Source: an optimization exercise on an open RTL-to-GDS flow (aim: small area, a short achievable clock period and few clock cycles per item). Production flows keep margins and buffers that such runs may drop.
Function was checked by simulation only, so behaviour that the tests miss may differ from the original.
Power and IR drop assume default switching activity.

`flow/run.sh`:
```
#!/bin/bash
# synth_recipe.tcl (not shown) runs the flow's synth.tcl, then flattens the netlist and writes it again
# the make line also repeats each setting of config.mk as NAME=value (left out here)
make -C /OpenROAD-flow-scripts/flow DESIGN_CONFIG=/design/flow/config.mk WORK_HOME=/design/flow/orfs CLKGATE_MAP_FILE= SYNTH_SCRIPT=/design/flow/synth_recipe.tcl finish
```
`flow/design.v`:
```
`default_nettype none
module sprite_attr_fetch #(
  parameter int SPRITE_COUNT = 128
) (
  input  wire         clk,
  input  wire         rst_n,
  input  wire         line_start,
  input  wire  [7:0]  line_y,
  output logic        scan_done,
  output logic [7:0]  cur_y,
  output logic        param_en,
  output logic [7:0]  param_addr,
  input  wire  [31:0] param_data,
  output logic        push,
  output logic        rec_enable,
  output logic [1:0]  rec_size,
  output logic [8:0]  rec_x,
  output logic [7:0]  rec_y,
  output logic [3:0]  rec_tile_bank,
  output logic [11:0] rec_tile_idx,
  output logic        rec_pal_mode,
  output logic [1:0]  rec_pal_bank,
  output logic [3:0]  rec_pal_no,
  input  wire         full
);
  localparam logic [2:0] FS_IDLE      = 3'd0;
  localparam logic [2:0] FS_RD0       = 3'd1;
  localparam logic [2:0] FS_RD1       = 3'd2;
  localparam logic [2:0] FS_DECIDE    = 3'd3;
  localparam logic [2:0] FS_WAIT_ROOM = 3'd4;
  logic [2:0]  state;
  logic [6:0]  idx;
  logic        w1_sent;
  logic [31:0] hold_w0;
  logic [31:0] hold_w1;
  logic [7:0]  dim;
  logic [8:0]  y_end;
  logic        covers;
  logic        last_idx;
  logic        advance;
  assign param_en   = (state == FS_RD0) || (state == FS_RD1 && !w1_sent);
  assign param_addr = {idx, 1'b0} + {7'd0, state == FS_RD1};
  assign rec_enable    = hold_w0[31];
  assign rec_size      = hold_w0[25:24];
  assign rec_x         = hold_w0[16:8];
  assign rec_y         = hold_w0[7:0];
  assign rec_tile_bank = hold_w1[31:28];
  assign rec_tile_idx  = hold_w1[27:16];
  assign rec_pal_mode  = hold_w1[6];
  assign rec_pal_bank  = hold_w1[5:4];
  assign rec_pal_no    = hold_w1[3:0];
  assign dim      = 8'd8 << rec_size;
  assign y_end    = {1'b0, rec_y} + {1'b0, dim};
  assign covers   = rec_enable && (cur_y >= rec_y) && ({1'b0, cur_y} < y_end);
  assign last_idx = (idx == 7'(SPRITE_COUNT - 1));
  assign push    = covers && !full && (state == FS_DECIDE || state == FS_WAIT_ROOM);
  assign advance = (!covers || !full) && (state == FS_DECIDE || state == FS_WAIT_ROOM);
  always_ff @(posedge clk) begin
    if (!rst_n) begin
      state     <= FS_IDLE;
      idx       <= '0;
      w1_sent   <= 1'b0;
      scan_done <= 1'b1;
      cur_y     <= '0;
    end else begin
      case (state)
        FS_IDLE: begin
          if (line_start) begin
            state     <= FS_RD0;
            idx       <= '0;
            scan_done <= 1'b0;
            cur_y     <= line_y;
          end
        end
        FS_RD0: begin
          state   <= FS_RD1;
          w1_sent <= 1'b0;
        end
        FS_RD1: begin
          w1_sent <= 1'b1;
          if (w1_sent) begin
            state <= FS_DECIDE;
          end
        end
        FS_DECIDE, FS_WAIT_ROOM: begin
          if (!advance) begin
            state <= FS_WAIT_ROOM;
          end else if (last_idx) begin
            state     <= FS_IDLE;
            scan_done <= 1'b1;
          end else begin
            state <= FS_RD0;
            idx   <= idx + 7'd1;
          end
        end
        default: state <= FS_IDLE;
      endcase
    end
  end
  always_ff @(posedge clk) begin
    if (state == FS_RD1 && !w1_sent) begin
      hold_w0 <= param_data;
    end
    if (state == FS_RD1 && w1_sent) begin
      hold_w1 <= param_data;
    end
  end
endmodule
`default_nettype wire
`default_nettype none
module sprite_attr_queue (
  input  wire         clk,
  input  wire         rst_n,
  input  wire         push,
  input  wire         rec_enable,
  input  wire  [1:0]  rec_size,
  input  wire  [8:0]  rec_x,
  input  wire  [7:0]  rec_y,
  input  wire  [3:0]  rec_tile_bank,
  input  wire  [11:0] rec_tile_idx,
  input  wire         rec_pal_mode,
  input  wire  [1:0]  rec_pal_bank,
  input  wire  [3:0]  rec_pal_no,
  output logic        full,
  output logic        q_enable,
  output logic [1:0]  q_size,
  output logic [8:0]  q_x,
  output logic [7:0]  q_y,
  output logic [3:0]  q_tile_bank,
  output logic [11:0] q_tile_idx,
  output logic        q_pal_mode,
  output logic [1:0]  q_pal_bank,
  output logic [3:0]  q_pal_no,
  output logic        q_empty,
  input  wire         q_pop
);
  localparam int REC_W = 2 + 2 + 9 + 8 + 4 + 12 + 2 + 4;
  logic [REC_W-1:0] store [2];
  logic             wr_ptr;
  logic             rd_ptr;
  logic [1:0]       count;
  logic             do_push;
  logic             do_pop;
  assign full    = (count == 2'd2);
  assign q_empty = (count == 2'd0);
  assign do_push = push && !full;
  assign do_pop  = q_pop && !q_empty;
  always_ff @(posedge clk) begin
    if (do_push) begin
      store[wr_ptr] <= {rec_enable, rec_size, rec_x, rec_y, rec_tile_bank, rec_tile_idx,
                        rec_pal_mode, rec_pal_bank, rec_pal_no};
    end
  end
  always_ff @(posedge clk) begin
    if (!rst_n) begin
      wr_ptr <= 1'b0;
      rd_ptr <= 1'b0;
      count  <= 2'd0;
    end else begin
      wr_ptr <= wr_ptr ^ do_push;
      rd_ptr <= rd_ptr ^ do_pop;
      count  <= count + 2'(do_push) - 2'(do_pop);
    end
  end
  assign {q_enable, q_size, q_x, q_y, q_tile_bank, q_tile_idx,
          q_pal_mode, q_pal_bank, q_pal_no} = store[rd_ptr];
endmodule
`default_nettype wire
`default_nettype none
module sprite_pixel_pipe (
  input  wire         clk,
  input  wire         rst_n,
  input  wire  [7:0]  cur_y,
  input  wire         q_enable,
  input  wire  [1:0]  q_size,
  input  wire  [8:0]  q_x,
  input  wire  [7:0]  q_y,
  input  wire  [3:0]  q_tile_bank,
  input  wire  [11:0] q_tile_idx,
  input  wire         q_pal_mode,
  input  wire  [1:0]  q_pal_bank,
  input  wire  [3:0]  q_pal_no,
  input  wire         q_empty,
  output logic        q_pop,
  output logic        idle,
  output logic        tile_en,
  output logic [15:0] tile_addr,
  input  wire  [7:0]  tile_data,
  output logic        pal_en,
  output logic [9:0]  pal_addr,
  input  wire  [31:0] pal_data,
  output logic        line_bank,
  output logic        line_re,
  output logic [8:0]  line_raddr,
  input  wire  [31:0] line_rdata,
  output logic        line_we,
  output logic [8:0]  line_waddr,
  output logic [31:0] line_wdata
);
  logic [7:0]  dim;
  logic [7:0]  ox;
  logic [7:0]  oy;
  logic        active;
  logic        last_col;
  logic [11:0] tile_no;
  logic [11:0] pix_off;
  logic [7:0]  pal_entry;
  logic        s2_v;
  logic        s2_last;
  logic        s2_mode;
  logic [1:0]  s2_bank;
  logic [3:0]  s2_no;
  logic [8:0]  s2_addr;
  logic        s3_v;
  logic        s3_last;
  logic [8:0]  s3_addr;
  logic        s4_v;
  logic        s4_last;
  logic [8:0]  s4_addr;
  logic [31:0] s4_src;
  logic        wr_v;
  logic        wr_last;
  function automatic logic [31:0] blend(logic [31:0] dst, logic [31:0] src);
    logic [7:0]  a;
    logic [15:0] mix;
    logic [31:0] res;
    logic [8:0]  asum;
    a   = src[31:24];
    res = dst;
    if (a == 8'hff) begin
      res = src;
    end else if (a != 8'h00) begin
      for (int c = 0; c < 3; c++) begin
        mix = dst[8*c +: 8] * (8'd255 - a) + src[8*c +: 8] * a;
        res[8*c +: 8] = mix[15:8];
      end
      asum       = {1'b0, dst[31:24]} + {1'b0, a};
      res[31:24] = asum[8:1];
    end
    blend = res;
  endfunction
  assign idle     = !(active || s2_v || s3_v || s4_v || wr_v);
  assign dim      = 8'd8 << q_size;
  assign oy       = cur_y - q_y;
  assign last_col = (ox == dim - 8'd1);
  assign tile_no = q_tile_idx + 12'(ox / 8) + 12'((oy / 8) * (dim / 8));
  assign pix_off = 12'(tile_no * 64 + (oy % 8) * 8 + ox % 8);
  assign tile_en   = active;
  assign tile_addr = {q_tile_bank, pix_off};
  assign pal_entry = s2_mode ? {s2_no, tile_data[3:0]} : tile_data;
  assign pal_en    = s2_v;
  assign pal_addr  = {s2_bank, pal_entry};
  assign line_bank  = cur_y[0];
  assign line_re    = s3_v;
  assign line_raddr = s3_addr;
  assign line_we = wr_v;
  assign q_pop   = wr_v && wr_last;
  always_ff @(posedge clk) begin
    if (!rst_n) begin
      active <= 1'b0;
      ox     <= '0;
      s2_v   <= 1'b0;
      s3_v   <= 1'b0;
      s4_v   <= 1'b0;
      wr_v   <= 1'b0;
    end else begin
      if (active) begin
        ox <= ox + 8'd1;
        if (last_col) begin
          active <= 1'b0;
        end
      end else if (idle && !q_empty) begin
        active <= 1'b1;
        ox     <= '0;
      end
      s2_v <= active;
      s3_v <= s2_v;
      s4_v <= s3_v;
      wr_v <= s4_v;
    end
  end
  always_ff @(posedge clk) begin
    s2_last <= last_col;
    s2_mode <= q_pal_mode;
    s2_bank <= q_pal_bank;
    s2_no   <= q_pal_no;
    s2_addr <= q_x + 9'(ox);
    s3_last <= s2_last;
    s3_addr <= s2_addr;
    s4_last <= s3_last;
    s4_addr <= s3_addr;
    s4_src  <= pal_data;
    wr_last    <= s4_last;
    line_waddr <= s4_addr;
    line_wdata <= blend(line_rdata, s4_src);
  end
endmodule
`default_nettype wire
`default_nettype none
module sprite_line_engine #(
  parameter int SPRITE_COUNT = 128
) (
  input  wire         clk,
  input  wire         rst_n,
  input  wire         line_start,
  input  wire  [7:0]  line_y,
  output logic        line_busy,
  output logic        param_en,
  output logic [7:0]  param_addr,
  input  wire  [31:0] param_data,
  output logic        tile_en,
  output logic [15:0] tile_addr,
  input  wire  [7:0]  tile_data,
  output logic        pal_en,
  output logic [9:0]  pal_addr,
  input  wire  [31:0] pal_data,
  output logic        line_bank,
  output logic        line_re,
  output logic [8:0]  line_raddr,
  input  wire  [31:0] line_rdata,
  output logic        line_we,
  output logic [8:0]  line_waddr,
  output logic [31:0] line_wdata
);
  logic        start_ok;
  logic        scan_done;
  logic [7:0]  cur_y;
  logic        push;
  logic        full;
  logic        pipe_idle;
  logic        rec_enable;
  logic [1:0]  rec_size;
  logic [8:0]  rec_x;
  logic [7:0]  rec_y;
  logic [3:0]  rec_tile_bank;
  logic [11:0] rec_tile_idx;
  logic        rec_pal_mode;
  logic [1:0]  rec_pal_bank;
  logic [3:0]  rec_pal_no;
  logic        q_enable;
  logic [1:0]  q_size;
  logic [8:0]  q_x;
  logic [7:0]  q_y;
  logic [3:0]  q_tile_bank;
  logic [11:0] q_tile_idx;
  logic        q_pal_mode;
  logic [1:0]  q_pal_bank;
  logic [3:0]  q_pal_no;
  logic        q_empty;
  logic        q_pop;
  assign start_ok = line_start && !line_busy;
  always_ff @(posedge clk) begin
    if (!rst_n) begin
      line_busy <= 1'b0;
    end else if (start_ok) begin
      line_busy <= 1'b1;
    end else if (line_busy && scan_done && q_empty && pipe_idle) begin
      line_busy <= 1'b0;
    end
  end
  sprite_attr_fetch #(
    .SPRITE_COUNT (SPRITE_COUNT)
  ) u_fetch (
    .clk           (clk),
    .rst_n         (rst_n),
    .line_start    (start_ok),
    .line_y        (line_y),
    .scan_done     (scan_done),
    .cur_y         (cur_y),
    .param_en      (param_en),
    .param_addr    (param_addr),
    .param_data    (param_data),
    .push          (push),
    .rec_enable    (rec_enable),
    .rec_size      (rec_size),
    .rec_x         (rec_x),
    .rec_y         (rec_y),
    .rec_tile_bank (rec_tile_bank),
    .rec_tile_idx  (rec_tile_idx),
    .rec_pal_mode  (rec_pal_mode),
    .rec_pal_bank  (rec_pal_bank),
    .rec_pal_no    (rec_pal_no),
    .full          (full)
  );
  sprite_attr_queue u_queue (
    .clk           (clk),
    .rst_n         (rst_n),
    .push          (push),
    .rec_enable    (rec_enable),
    .rec_size      (rec_size),
    .rec_x         (rec_x),
    .rec_y         (rec_y),
    .rec_tile_bank (rec_tile_bank),
    .rec_tile_idx  (rec_tile_idx),
    .rec_pal_mode  (rec_pal_mode),
    .rec_pal_bank  (rec_pal_bank),
    .rec_pal_no    (rec_pal_no),
    .full          (full),
    .q_enable      (q_enable),
    .q_size        (q_size),
    .q_x           (q_x),
    .q_y           (q_y),
    .q_tile_bank   (q_tile_bank),
    .q_tile_idx    (q_tile_idx),
    .q_pal_mode    (q_pal_mode),
    .q_pal_bank    (q_pal_bank),
    .q_pal_no      (q_pal_no),
    .q_empty       (q_empty),
    .q_pop         (q_pop)
  );
  sprite_pixel_pipe u_pipe (
    .clk         (clk),
    .rst_n       (rst_n),
    .cur_y       (cur_y),
    .q_enable    (q_enable),
    .q_size      (q_size),
    .q_x         (q_x),
    .q_y         (q_y),
    .q_tile_bank (q_tile_bank),
    .q_tile_idx  (q_tile_idx),
    .q_pal_mode  (q_pal_mode),
    .q_pal_bank  (q_pal_bank),
    .q_pal_no    (q_pal_no),
    .q_empty     (q_empty),
    .q_pop       (q_pop),
    .idle        (pipe_idle),
    .tile_en     (tile_en),
    .tile_addr   (tile_addr),
    .tile_data   (tile_data),
    .pal_en      (pal_en),
    .pal_addr    (pal_addr),
    .pal_data    (pal_data),
    .line_bank   (line_bank),
    .line_re     (line_re),
    .line_raddr  (line_raddr),
    .line_rdata  (line_rdata),
    .line_we     (line_we),
    .line_waddr  (line_waddr),
    .line_wdata  (line_wdata)
  );
endmodule
`default_nettype wire
```
`flow/constraint.sdc`:
```
create_clock -name core_clock -period 10.0 [get_ports {clk}]
set_input_delay 2.0000 -clock core_clock [delete_from_list [all_inputs] [get_ports {clk}]]
set_output_delay 2.0000 -clock core_clock [all_outputs]
set_load 0.01 [all_outputs]
```
`flow/config.mk`:
```
export PLATFORM = sky130hd
export DESIGN_NAME = sprite_line_engine
export DESIGN_NICKNAME = sprite_line_engine
export VERILOG_FILES = /design/flow/design.v
export SDC_FILE = /design/flow/constraint.sdc
export NUM_CORES = 4
export LEC_CHECK = 0
export CAP_MARGIN = 20
export CORE_MARGIN = 2
export CORE_UTILIZATION = 40
export PLACE_DENSITY = 0.6
export SLEW_MARGIN = 20
```
==> results.txt <==
## per-layer routing
layer / global-route usage, % / up-vias / part of all wire, %
met4: 4.66 / 2 / 2.2
met3: 3.10 / 72 / 4.0
met5: 0 / - / 0.020
met2: 31.4 / 233 / 48
li1: - / 7282 / -
met1: 25.0 / 7840 / 46
## power groups by stage
| stage | combinational, W | clock [W] | sequential (W) |
|---|---|---|---|
| finish | 0.00420 | 0.00115 | 0.00128 |
| global route | 0.00486 | 0.00123 | 0.00129 |
| CTS | 0.00422 | 0.00119 | 0.00128 |
| detailed placement | 0.00417 | 0 | 0.00131 |
| global placement | 0.00409 | 0 | 0.00130 |
| floorplan | 0.00311 | 0 | 0.00132 |
## sequential cells by signal, indices dropped and copies added (netlist names), 2 cells and up, named ones only
signal and flops:
u_pipe.s4_addr 9, u_pipe.s2_addr 9, u_fetch.cur_y 8, u_fetch.hold_w0 20, u_pipe.ox 8, u_fetch.idx 7, u_fetch.state 3, u_queue.count 2
u_pipe.line_waddr 9, u_queue.store 72, u_pipe.s2_no 4, u_pipe.line_wdata 32, u_pipe.s3_addr 9, u_pipe.s2_bank 2, u_pipe.s4_src 32, u_fetch.hold_w1 17
## per-stage QoR
| step | instances | area [µm²] | utilization [%] | hold slack, ps |
|---|---|---|---|---|
| after floorplan | 2221 | 23000 | - | 310 |
| after global placement | 3112 | 25700 | 45.3 | 311 |
| after detailed placement | 3112 | 25700 | 45.3 | 312 |
| after CTS | 3168 | 26700 | 47.2 | 312 |
| after global routing | 3168 | 26700 | 47.2 | 323 |
| final | 3168 | 26700 | 47.2 | 318 |
## final timing paths
kind                                   endpoint  cells past startpoint  slack, ps                       from
setup / recovery                  tile_addr[11]                     20       1090                  flip-flop
hold / removal     u_pipe.line_waddr[5]$_DFF_P_                      0        320  u_pipe.s4_addr[5]$_DFF_P_
setup reg to reg  u_pipe.line_wdata[13]$_DFF_P_                     19       3630  u_pipe.s4_src[31]$_DFF_P_
hold reg to reg    u_pipe.line_waddr[5]$_DFF_P_                      0        320  u_pipe.s4_addr[5]$_DFF_P_
## synth_stat cells, types with 2 or more instances
library cell  count
nor2b_1         133
clkbuf_1         52
a221o_1           3
xor2_1           20
a41oi_1           2
nand3b_1          4
and2_1          148
a21o_1           16
mux2i_1          14
nand2b_1         81
xnor2_1          40
nor3_2            4
nand4_1           5
o211ai_2          3
a31oi_1           2
nor4_1           11
mux2_2           31
o21ai_0          35
fa_1            300
nand2_1         110
a211oi_2          3
o41ai_1           5
o211ai_1          3
o21ba_2           3
or2_2             4
nand3_1          13
a22oi_1          12
o32ai_1           2
and3_1            6
a21oi_1          54
nor3_1           26
buf_4             7
nor2_1           50
inv_1           453
buf_1             7
o22ai_1          10
ha_1            238
buf_2             6
a21boi_1          3
dfxtp_1         150
o211a_1           6
edfxtp_1        109
o21a_1            8
a311oi_2          3
## worst register-to-register path, delay by kind of cell (launching register included)
family	cells	cell delay, ps
buf+inv	4	660
compound gates	4	720
fa+ha+maj	7	3240
simple gates	4	800
flops	1	820
## layout make-up
type	count	area [µm²]
repair buffers	208	2040
clock inverters	14	198
fillers	5324	29900
clock buffers	42	836
multi-input cells	1436	14700
flip-flops and latches	259	6280
well taps	756	946
inverters	453	1700
## cells in the final DEF, fill, tap and decap left out, drive strengths merged, types with 42 or more instances in the layout
cell           count
a21oi             55
and2             148
clkbuf            42
clkdlybuf4s50    193
dfxtp            150
edfxtp           109
fa               300
ha               238
inv              454
nand2            110
nand2b            81
nor2              50
nor2b            133
## logic make-up after synthesis
logic type	Yosys count
compound gates	192
xor+xnor	60
fa+ha+maj	538
buf+inv	526
flops	259
mux	45
simple gates	601
==> results.tsv <==
metric	value	unit
cts_tree	done	
rows	87	
num_vias	15429	
yosys_warnings	4	
ios	206	
viasPerCell	4.87	
synth_edf_count	109	
syn_avg_cell_area	10.3	µm²
antenna_found_initial	1	
remaining_drc_errors	0	
ys_seq_area_share	27.3	%
post-route-min-period	8910	ps
internal_power	0.00384	W
post-route-period-util	89.1	%
synth_xor_area_share	2.29	%
die_h	244	µm
core	56600	µm²
irDropWorstVdd	303	µV
critical_path_class	flip-flop to primary output	
grt.total_usage	18.7	%
p_sw	0.00280	W
grt_max_degree	52	
htree_num_levels	1	
cp.required	8000	ps
max-clock-path-buffers	3	
synth.area.mux_share	2.13	%
yosys.area_share.adder	39.1	%
worst_path_most_repeated_cell	fa_1	
critical_path.max_stage_delay	630	ps
place_congestion	0.818	
clock_latency	610	ps
syn_inst	2221	
synth_top_family_by_area	adder cells	
post-cts-setup-buffers	0	
yosysUniqueCellTypes	70	
grt_pass1_wl	88.6	mm
syn_nets	2874	
rsz0062_at_grt	no	
critPathSlowestCell	dfxtp_2	
max_freq	112	MHz
antenna_left	0	
grt-ovfl-total	0	
worstMarginPinSlew	942	ps
setup_tns	0	ps
hold_violations	0	
grt_pass1_vias	16893	
outcome	finished clean	
num_antenna_cells	0	
comb_power_share	63.3	%
die_area	59400	µm²
setup_violations	0	
final_nets	3041	
drtPass1Iterations	4	
syn_area	23000	µm²
fin_skew	12.0	ps
synthTopCellsByArea	fa_1 26%, edfxtp_1 14%, dfxtp_1 13%	
cts_sinks	259	
yosysTopAreaCell	fa_1	
drt-initial-drc-count	683	
place.port_buffers	193	
synth_seq_cells	259	
cap_violations	0	
dp_hpwl	39.6	mm
powerDensity	248	nW/µm²
finalMaxSlewViolations	0	
holdBufCountCts	0	
die_x	244	µm
setup_ws	1090	ps
endpoint_kind	primary output	
ys.flop_type	dfxtp_1	
initial_utilization	40.6	%
wirelength	53.8	mm
pre_cts_ws	1690	ps
p_clk_share	17.4	%
yosys.area_share.simple	14.6	%
swShare	42.1	%
worstPathCellList	buf_4 > mux2i_1 > ha_1 > a21oi_1 > nor2b_1 > a41o_1 > o41ai_1 > xor2_1 > and2_1 > fa_1 > inv_1 > fa_1 > inv_1 > fa_1 > fa_1 > ha_1 > a21oi_1 > xnor2_1 > xnor2_1 > clkdlybuf4s50_1	
p_total	0.00664	W
crit_fanout	25	
drive_above_1_share	5.39	%
synth_top_area_share	26.1	%
leakage	12.2	nW
cts_buffers	30	
crit_family	adder cells	
areaGrowthSynthToFinish	16.3	%
cp-start-kind	flip-flop	
crit_buf_inv	4	
seq_power_share	19.3	%
wl_per_cell	17.0	µm
cts-root-buf	clkbuf_16	
max-slew-margin-rel	37.2	%
hold_class	flip-flop to flip-flop	
synth_compound_area_share	5.83	%
cts_resized	0	
ys_async_sr_fraction	0	%
clk_pin_slew	60	ps
cp.arrival	6910	ps
Testbench counts, summed over its fixed seeds: cycles 714,345, lines 768.

## afterwards: timing with drivers on the ports
How much do the figures lean on ideal ports? The routed layout below was timed once more, with nothing changed but the port constraints. Step 1 sets driving cells, clkbuf_16 on the clock port and buf_2 on the other inputs (assumed; they add their load-dependent delay and slew). Step 2 also shifts input and output timing later by t, the mid clock arrival at the registers, as if the neighbouring blocks saw the same clock. a / b / c = ideal ports / drivers / drivers and shift; a / b = the first two.
shift t [ns]: 0.661
slack for setup (ns): 1.089 / 1.027 / 1.689
clock arrival spread, ns: 0.013 / 0.013
worst slew at a driven data input, ns: 0.08
After both steps setup and hold are still met in this run. The setup slack of this run moves by -0.062 ns with the drivers and by +0.600 ns with both steps.
